Source: an optimization exercise on an open RTL-to-GDS flow (aim: small area, a short achievable clock period and few clock cycles). Production flows keep margins and buffers that such runs may drop.
RTL that was checked went through simulation tests only; none was proved equivalent to the original.
Power figures rest on the tool's default switching activity, not on a simulated workload.

==> quartz <==
==> flow/design.v (excerpt) <==
module disk_seek_scheduler #(
  parameter int unsigned MAX_REQUESTS = 16
) (
  input  wire logic             clk_i,
  input  wire logic             rst_ni,
  input  wire logic             start_i,
  input  wire logic [16:0]      req_i,
  output logic                  busy_o,
  output logic                  move_valid_o,
  output logic [69:0]           move_o,
  input  wire logic             cfg_we_i,
  input  wire logic             cfg_idx_i,
  input  wire logic [15:0]      cfg_data_i
);
clock: 7.0 ns
lec_check: 0
cap_margin: 20
cell_pad_in_sites_detail_placement: 1
core_margin: 2
core_utilization: 40
setup_slack_margin: 2.6
slew_margin: 20
run.sh (not shown) runs the stock make flow with config.mk's settings and CLKGATE_MAP_FILE= SYNTH_SCRIPT=/design/flow/synth_recipe.tcl, a recipe that flattens the netlist after the stock synthesis.
==> zinc: changes against quartz <==
--- a/flow/design.v
+++ b/flow/design.v
@@ -94,17 +94,17 @@
   logic [15:0] rdiff;
   assign from_sel = q0s;
   assign sdiff    = {1'b0, s0val} - {1'b0, from_sel};
   assign rdiff    = from_sel - s0val;
   assign mdist    = sdiff[16] ? rdiff : sdiff[15:0];
   logic rs_start, rs_pop, rs_end;
   logic xfer;
   assign rs_start = !rs_q & q0v & q0d & first_q & av_q[0] & acl_q[0] & !s1v_q & !s2v_q;
-  assign rs_pop   = rs_q & av_q[0] & acl_q[0] & (!s1v_q | xfer);
+  assign rs_pop   = rs_q & av_q[0] & acl_q[0] & (!s1v_q | !s2v_q | !needs_slot | !full);
   assign rs_end   = rs_q & !(av_q[0] & acl_q[0]) & !s1v_q & !s2v_q;
   logic        pop, full, can_ins, needs_slot, ins, s2_go, close_evt, ins_norm;
   logic        upv, fcfs_k, scan_k;
   logic [3:0]  ar_new;
   logic [NS:0] ge;           
   logic [NS-1:0] bef;
   assign pop        = do_pop | rs_pop;
   assign full       = av_q[NS-1];
- CTS_BUF_LIST: default -> sky130_fd_sc_hd__clkbuf_8 sky130_fd_sc_hd__clkbuf_16
- CTS_CLUSTER_DIAMETER: default -> 100
- CTS_CLUSTER_SIZE: default -> 20
- SETUP_SLACK_MARGIN: 2.6 -> 3.6
==> lagoon: changes against quartz <==
--- a/flow/design.v
+++ b/flow/design.v
@@ -94,17 +94,17 @@
   logic [15:0] rdiff;
   assign from_sel = q0s;
   assign sdiff    = {1'b0, s0val} - {1'b0, from_sel};
   assign rdiff    = from_sel - s0val;
   assign mdist    = sdiff[16] ? rdiff : sdiff[15:0];
   logic rs_start, rs_pop, rs_end;
   logic xfer;
   assign rs_start = !rs_q & q0v & q0d & first_q & av_q[0] & acl_q[0] & !s1v_q & !s2v_q;
-  assign rs_pop   = rs_q & av_q[0] & acl_q[0] & (!s1v_q | xfer);
+  assign rs_pop   = rs_q & av_q[0] & acl_q[0] & (!s1v_q | !s2v_q | !needs_slot | !full);
   assign rs_end   = rs_q & !(av_q[0] & acl_q[0]) & !s1v_q & !s2v_q;
   logic        pop, full, can_ins, needs_slot, ins, s2_go, close_evt, ins_norm;
   logic        upv, fcfs_k, scan_k;
   logic [3:0]  ar_new;
   logic [NS:0] ge;           
   logic [NS-1:0] bef;
   assign pop        = do_pop | rs_pop;
   assign full       = av_q[NS-1];
- CORE_UTILIZATION: 40 -> 50
- CTS_BUF_LIST: default -> sky130_fd_sc_hd__clkbuf_8 sky130_fd_sc_hd__clkbuf_16
- CTS_CLUSTER_DIAMETER: default -> 100
- CTS_CLUSTER_SIZE: default -> 20
- SETUP_SLACK_MARGIN: 2.6 -> 3.6
==> impl_metrics.ini <==
[global_routing]
globalRouteMet2Util_pct = 59.0
gr-usage-met3_pct = 8.23

[power_and_ir_drop]
intPower_mw = 13.5

[status]
status = finished clean

[yosys]
synth_area_per_cell_sq_um = 11.0
synth_area_sq_um = 36500

[setup_path]
r2r-end = adist_q[14]$_SDFF_PP0_
cp.depth = 11

[die]
fp.dieH_um = 274

[clocking]
clock_latency_ns = 0.61

[place]
placed_cell_area_sq_um = 38500

[finish]
nNonClkInverters = 145

[route]
wl_per_cell_um = 34.6
vias = 32600
That was lagoon.
==> impl_metrics.ini <==
[status]
status = finished clean

[power_and_ir_drop]
intPower_mw = 14.3

[die]
fp.dieH_um = 305

[route]
vias = 30900

[clocking]
clock_latency_ns = 0.65

[yosys]
synth_area_sq_um = 36300
synth_top_family_by_area = compound AO/OA/AOI/OAI gates
synth_area_per_cell_sq_um = 10.8

[global_routing]
globalRouteMet2Util_pct = 43.5
gr-usage-met3_pct = 4.11

[place]
placed_cell_area_sq_um = 38600

[setup_path]
cp.depth = 12
r2r-end = sd_q[46]$_DFFE_PP_

[timing]
max_freq_mhz = 239
That was quartz.
==> impl_metrics.ini <==
[setup_path]
r2r-end = lt_q[6]$_DFF_P_
cp.depth = 10

[place]
placed_cell_area_sq_um = 38800

[route]
wl_per_cell_um = 28.9
vias = 30900

[status]
status = finished clean

[global_routing]
globalRouteMet2Util_pct = 45.4
gr-usage-met3_pct = 3.32

[yosys]
synth_area_sq_um = 36500
synth_area_per_cell_sq_um = 11.0

[die]
fp.dieH_um = 306

[power_and_ir_drop]
intPower_mw = 13.1

[finish]
nNonClkInverters = 143
That was zinc.
Testbench counts of zinc, summed over its fixed seeds: cycles 3,685.
Testbench counts of lagoon, summed over its fixed seeds: cycles 3,685.
Function not checked in quartz: the RTL went through the layout flow alone.

* * *

==> job 9408 <==
disk_seek_scheduler again, from the RTL that the note above started with.
==> flow/config.mk <==
export PLATFORM = sky130hd
export DESIGN_NAME = disk_seek_scheduler
export DESIGN_NICKNAME = disk_seek_scheduler
export VERILOG_FILES = /design/flow/design.v
export SDC_FILE = /design/flow/constraint.sdc
export NUM_CORES = 4
export LEC_CHECK = 0
export CAP_MARGIN = 20
export CELL_PAD_IN_SITES_DETAIL_PLACEMENT = 1
export CORE_MARGIN = 2
export CORE_UTILIZATION = 40
export SETUP_SLACK_MARGIN = 4.0
export SLEW_MARGIN = 20
==> flow/constraint.sdc <==
create_clock -name core_clock -period 7.0 [get_ports {clk_i}]
set_input_delay 1.4000 -clock core_clock [delete_from_list [all_inputs] [get_ports {clk_i}]]
set_output_delay 1.4000 -clock core_clock [all_outputs]
set_load 0.01 [all_outputs]
==> inputs of job 7209, as changes to job 9408 <==
--- a/flow/design.v
+++ b/flow/design.v
@@ -51,13 +51,13 @@
     if (!rst_ni) begin pol_q <= 2'd0; st_q <= 16'd0; end
     else begin pol_q <= pol_d; st_q <= st_d; end
   end
   logic          s1v_q, s1l_q, s1r_q;
   logic [15:0]   s1w_q;
   logic [3:0]    s1a_q;
-  logic [NS-1:0] lt_q, xs, avd;      
+  logic [NS-1:0] lt_q, xs, avd, acld, tgd;      
   logic          s2v_q, s2l_q, s2r_q;
   logic [15:0]   s2w_q;
   logic [3:0]    s2a_q;
   localparam int SW = 22;               
   logic [NS-1:0]    av_q, acl_q, atg_q, aup_q;
   logic [NS*SW-1:0] sd_q;               
@@ -80,14 +80,17 @@
   logic [15:0] s0val, from_sel, mdist;
   assign q0v     = qv_q[0];
   assign q0d     = qdt_q[0];
   assign q0s     = qs_q[15:0];
   assign cscan_e = qp_q[1:0] == 2'd2;
   assign s0val   = aval_q[15:0];
-  assign inb0  = av_q[0] & acl_q[0] & (first_q | (atg_q[0] == etag_q));
-  assign inb1  = av_q[1] & acl_q[1] & (atg_q[1] == atg_q[0]);
+  logic fo0_q, fo1_q, first_d, etag_d;
+  assign inb0  = fo0_q;
+  assign inb1  = fo1_q;
+  assign first_d = emit ? mlast : first_q;
+  assign etag_d  = (emit & first_q) ? atg_q[0] : etag_q;
   assign ready = eok_q & (!first_q | (av_q[0] & acl_q[0]));
   assign do_jump = ready & jp_q & (!inb0 | !aup_q[0]);
   assign do_pop  = ready & !do_jump & inb0;
   assign emit    = do_jump | do_pop;
   assign mlast   = do_jump ? !inb0 : (!inb1 & !jp_q);
   logic [16:0] sdiff;
@@ -96,13 +99,13 @@
   assign sdiff    = {1'b0, s0val} - {1'b0, from_sel};
   assign rdiff    = from_sel - s0val;
   assign mdist    = sdiff[16] ? rdiff : sdiff[15:0];
   logic rs_start, rs_pop, rs_end;
   logic xfer;
   assign rs_start = !rs_q & q0v & q0d & first_q & av_q[0] & acl_q[0] & !s1v_q & !s2v_q;
-  assign rs_pop   = rs_q & av_q[0] & acl_q[0] & (!s1v_q | xfer);
+  assign rs_pop   = rs_q & av_q[0] & acl_q[0] & (!s1v_q | !s2v_q | !needs_slot | !full);
   assign rs_end   = rs_q & !(av_q[0] & acl_q[0]) & !s1v_q & !s2v_q;
   logic        pop, full, can_ins, needs_slot, ins, s2_go, close_evt, ins_norm;
   logic        upv, fcfs_k, scan_k;
   logic [3:0]  ar_new;
   logic [NS:0] ge;           
   logic [NS-1:0] bef;
@@ -251,38 +254,35 @@
         end else if (pop) begin
           sel_next = 1'b1;
         end else begin
           sel_self = 1'b1;
         end
       end
-      assign avd[gi] = sel_prev ? nv_prev : sel_next ? nv_next : sel_new ? 1'b1 : av_q[gi];
+      assign avd[gi]  = sel_prev ? nv_prev : sel_next ? nv_next : sel_new ? 1'b1 : av_q[gi];
+      assign acld[gi] = sel_prev ? (ncl_prev | close_evt | rs_end) :
+                        sel_next ? (ncl_next | close_evt | rs_end) :
+                        sel_new  ? ins_acl : (acl_q[gi] | close_evt | rs_end);
       always_ff @(posedge clk_i or negedge rst_ni) begin
         if (!rst_ni) begin
           av_q[gi] <= 1'b0; acl_q[gi] <= 1'b0;
         end else begin
-          if (sel_prev) begin
-            av_q[gi] <= nv_prev; acl_q[gi] <= ncl_prev | close_evt | rs_end;
-          end else if (sel_next) begin
-            av_q[gi] <= nv_next; acl_q[gi] <= ncl_next | close_evt | rs_end;
-          end else if (sel_new) begin
-            av_q[gi] <= 1'b1; acl_q[gi] <= ins_acl;
-          end else begin
-            acl_q[gi] <= acl_q[gi] | close_evt | rs_end;
-          end
+          av_q[gi] <= avd[gi]; acl_q[gi] <= acld[gi];
         end
       end
       assign cmp_self = lt16(s1w_q, aval_q[gi*16 +: 16]);
       assign x_self = xfer ? cmp_self : lt_q[gi];
       assign xs[gi] = x_self;
       always_ff @(posedge clk_i) begin
         lt_q[gi] <= sel_prev ? x_prev : sel_next ? x_next : sel_new ? c12 : x_self;
       end
+      logic [SW-1:0] sd_n;
+      assign sd_n = ~(({SW{sel_prev}} & sd_prev) | ({SW{sel_next}} & sd_next) |
+                      ({SW{sel_new}} & sd_new));
+      assign tgd[gi] = ((sel_prev | sel_next | sel_new) ? sd_n[SW-1] : sd_q[gi*SW+SW-1]) ^ ((gi % 2) == 1);
       always_ff @(posedge clk_i) begin
-        if (sel_prev | sel_next | sel_new)
-          sd_q[gi*SW +: SW] <= ~(({SW{sel_prev}} & sd_prev) | ({SW{sel_next}} & sd_next) |
-                                 ({SW{sel_new}} & sd_new));
+        if (sel_prev | sel_next | sel_new) sd_q[gi*SW +: SW] <= sd_n;
       end
     end
   endgenerate
   logic qpop;
   logic [QD-1:0] qvd, qdd;
   logic [QD*2-1:0] qpd;
@@ -339,17 +339,19 @@
   assign jd_d = emit ? (mlast ? 1'b0 : (jd_q | do_jump)) : jd_q;
   logic [15:0] afrom_q, ato_q, adist_q;
   logic [21:0] tsum;
   always_ff @(posedge clk_i or negedge rst_ni) begin
     if (!rst_ni) begin
       av1_q <= 1'b0; ov_q <= 1'b0; first_q <= 1'b1; jd_q <= 1'b0; etag_q <= 1'b0;
-      eok_q <= 1'b0; jp_q <= 1'b0;
+      eok_q <= 1'b0; jp_q <= 1'b0; fo0_q <= 1'b0; fo1_q <= 1'b0;
       otot_q <= 21'd0;
     end else begin
       av1_q <= emit;
       eok_q <= qvd[0] & !qdd[0] & !rs_d;
+      fo0_q <= avd[0] & acld[0] & (first_d | (tgd[0] == etag_d));
+      fo1_q <= avd[1] & acld[1] & (tgd[1] == tgd[0]);
       jp_q  <= (qpd[1:0] == 2'd2) & !jd_d;
       ov_q  <= av1_q;
       if (emit) begin
         first_q <= mlast;
         jd_q    <= jd_d;
         if (first_q) etag_q <= atg_q[0];
==> inputs of job 2660, as changes to job 9408 <==
--- a/flow/design.v
+++ b/flow/design.v
@@ -96,13 +96,13 @@
   assign sdiff    = {1'b0, s0val} - {1'b0, from_sel};
   assign rdiff    = from_sel - s0val;
   assign mdist    = sdiff[16] ? rdiff : sdiff[15:0];
   logic rs_start, rs_pop, rs_end;
   logic xfer;
   assign rs_start = !rs_q & q0v & q0d & first_q & av_q[0] & acl_q[0] & !s1v_q & !s2v_q;
-  assign rs_pop   = rs_q & av_q[0] & acl_q[0] & (!s1v_q | xfer);
+  assign rs_pop   = rs_q & av_q[0] & acl_q[0] & (!s1v_q | !s2v_q | !needs_slot | !full);
   assign rs_end   = rs_q & !(av_q[0] & acl_q[0]) & !s1v_q & !s2v_q;
   logic        pop, full, can_ins, needs_slot, ins, s2_go, close_evt, ins_norm;
   logic        upv, fcfs_k, scan_k;
   logic [3:0]  ar_new;
   logic [NS:0] ge;           
   logic [NS-1:0] bef;
--- a/flow/config.mk
+++ b/flow/config.mk
@@ -6,8 +6,11 @@
 export NUM_CORES = 4
 export LEC_CHECK = 0
 export CAP_MARGIN = 20
 export CELL_PAD_IN_SITES_DETAIL_PLACEMENT = 1
 export CORE_MARGIN = 2
 export CORE_UTILIZATION = 40
-export SETUP_SLACK_MARGIN = 4.0
+export CTS_BUF_LIST = sky130_fd_sc_hd__clkbuf_8 sky130_fd_sc_hd__clkbuf_16
+export CTS_CLUSTER_DIAMETER = 100
+export CTS_CLUSTER_SIZE = 20
+export SETUP_SLACK_MARGIN = 3.8
 export SLEW_MARGIN = 20
==> inputs of job 8499, as changes to job 9408 <==
--- a/flow/design.v
+++ b/flow/design.v
@@ -96,13 +96,13 @@
   assign sdiff    = {1'b0, s0val} - {1'b0, from_sel};
   assign rdiff    = from_sel - s0val;
   assign mdist    = sdiff[16] ? rdiff : sdiff[15:0];
   logic rs_start, rs_pop, rs_end;
   logic xfer;
   assign rs_start = !rs_q & q0v & q0d & first_q & av_q[0] & acl_q[0] & !s1v_q & !s2v_q;
-  assign rs_pop   = rs_q & av_q[0] & acl_q[0] & (!s1v_q | xfer);
+  assign rs_pop   = rs_q & av_q[0] & acl_q[0] & (!s1v_q | !s2v_q | !needs_slot | !full);
   assign rs_end   = rs_q & !(av_q[0] & acl_q[0]) & !s1v_q & !s2v_q;
   logic        pop, full, can_ins, needs_slot, ins, s2_go, close_evt, ins_norm;
   logic        upv, fcfs_k, scan_k;
   logic [3:0]  ar_new;
   logic [NS:0] ge;           
   logic [NS-1:0] bef;
--- a/flow/config.mk
+++ b/flow/config.mk
@@ -6,8 +6,8 @@
 export NUM_CORES = 4
 export LEC_CHECK = 0
 export CAP_MARGIN = 20
 export CELL_PAD_IN_SITES_DETAIL_PLACEMENT = 1
 export CORE_MARGIN = 2
 export CORE_UTILIZATION = 40
-export SETUP_SLACK_MARGIN = 4.0
+export SETUP_SLACK_MARGIN = 3.2
 export SLEW_MARGIN = 20
==> comparison table <==
                                                                  job 8499        job 7209        job 2660        job 9408
Inverters, non-clock                                                   143             155             143             147
Status                                                      finished clean  finished clean  finished clean  finished clean
Length of routed wiring on met1                                  54,200 um       60,900 um       51,900 um       54,400 um
Clock network power                                              0.00417 W       0.00431 W       0.00261 W       0.00408 W
Total length of routed wires                                    138,000 um      156,000 um      134,000 um      148,000 um
Worst relative slew slack                                            0.184           0.338           0.317           0.226
Worst-margin pin slew                                              1.22 ns        0.991 ns         1.02 ns         1.16 ns
Global routing usage on met1                                         0.384           0.426           0.365           0.374
Hold wc startpoint                                             afrom_q[14]     afrom_q[13]     afrom_q[10]       ato_q[15]
Met2 track utilization from global routing                           0.460           0.463           0.460           0.464
Number of instances in the placed design                             4,429           4,636           4,429           4,432
Upper clock frequency limit                                      0.272 GHz       0.309 GHz       0.299 GHz       0.305 GHz
Cts bufs inserted                                                       78              79              41              78
Worst path max stage delay                                         0.46 ns         0.52 ns         0.34 ns         0.53 ns
1st-pass router iterations                                              12              14              13              11
Initial Util                                                         0.404           0.404           0.404           0.403
Leakage power                                                      14.4 nW         16.0 nW         14.3 nW         16.1 nW
Total buffers and inverters traversed by the critical path               1               0               1               0
CORE AREA                                                      0.0903 mm^2     0.0918 mm^2     0.0903 mm^2     0.0900 mm^2
Number of global-route vias before repair                           31,300          33,200          31,000          31,800
CTS clk-pin slew, worst paths                                      0.06 ns         0.06 ns         0.09 ns         0.07 ns
Non-filler instance count after layout                               4,589           5,005           4,581           4,851
Net count, final                                                     3,436           3,786           3,470           3,703
Testbench counts of job 7209, summed over its fixed seeds: cycles 3,685.
Testbench counts of job 2660, summed over its fixed seeds: cycles 3,685.
Testbench counts of job 8499, summed over its fixed seeds: cycles 3,685.
Only the layout flow was run in job 9408; the RTL was not checked for function there.

[re-timing with driven ports]
The flow's constraints put no driver on any port. The routed layouts listed below were extracted and timed again, unchanged, in two steps.
Step 1, drivers: a clkbuf_16 drives clk_i and a buf_2 each remaining input, both assumed.
Step 2 times the ports against the registers' clock, not the clock port: input delays grow and output delays shrink by t, the midpoint of the rising clock arrivals with the driver on.
Slacks: ideal / step 1 / step 2; pairs: ideal / step 1.
| run | t, ns | setup slack, ns | clock arrival spread, ns | pins driven straight from the clock port |
|---|---|---|---|---|
| quartz | 0.703 | 2.815 / 2.815 / 2.658 | 0.027 / 0.026 | 1 |
| zinc | 0.699 | 3.597 / 3.605 / 2.935 | 0.027 / 0.027 | 1 |
| lagoon | 0.669 | 3.607 / 3.607 / 3.011 | 0.025 / 0.025 | 1 |
| job 9408 | 0.716 | 3.726 / 3.726 / 3.346 | 0.021 / 0.021 | 1 |
| job 7209 | 0.714 | 3.763 / 3.763 / 3.137 | 0.037 / 0.037 | 1 |
| job 2660 | 0.701 | 3.653 / 3.659 / 2.987 | 0.030 / 0.030 | 1 |
| job 8499 | 0.713 | 3.320 / 3.355 / 2.652 | 0.051 / 0.051 | 1 |
After both steps every run listed still meets setup and hold. For job 8499, which loses most, drivers alone change the setup slack by +0.035 ns; drivers and shift together by -0.668 ns.
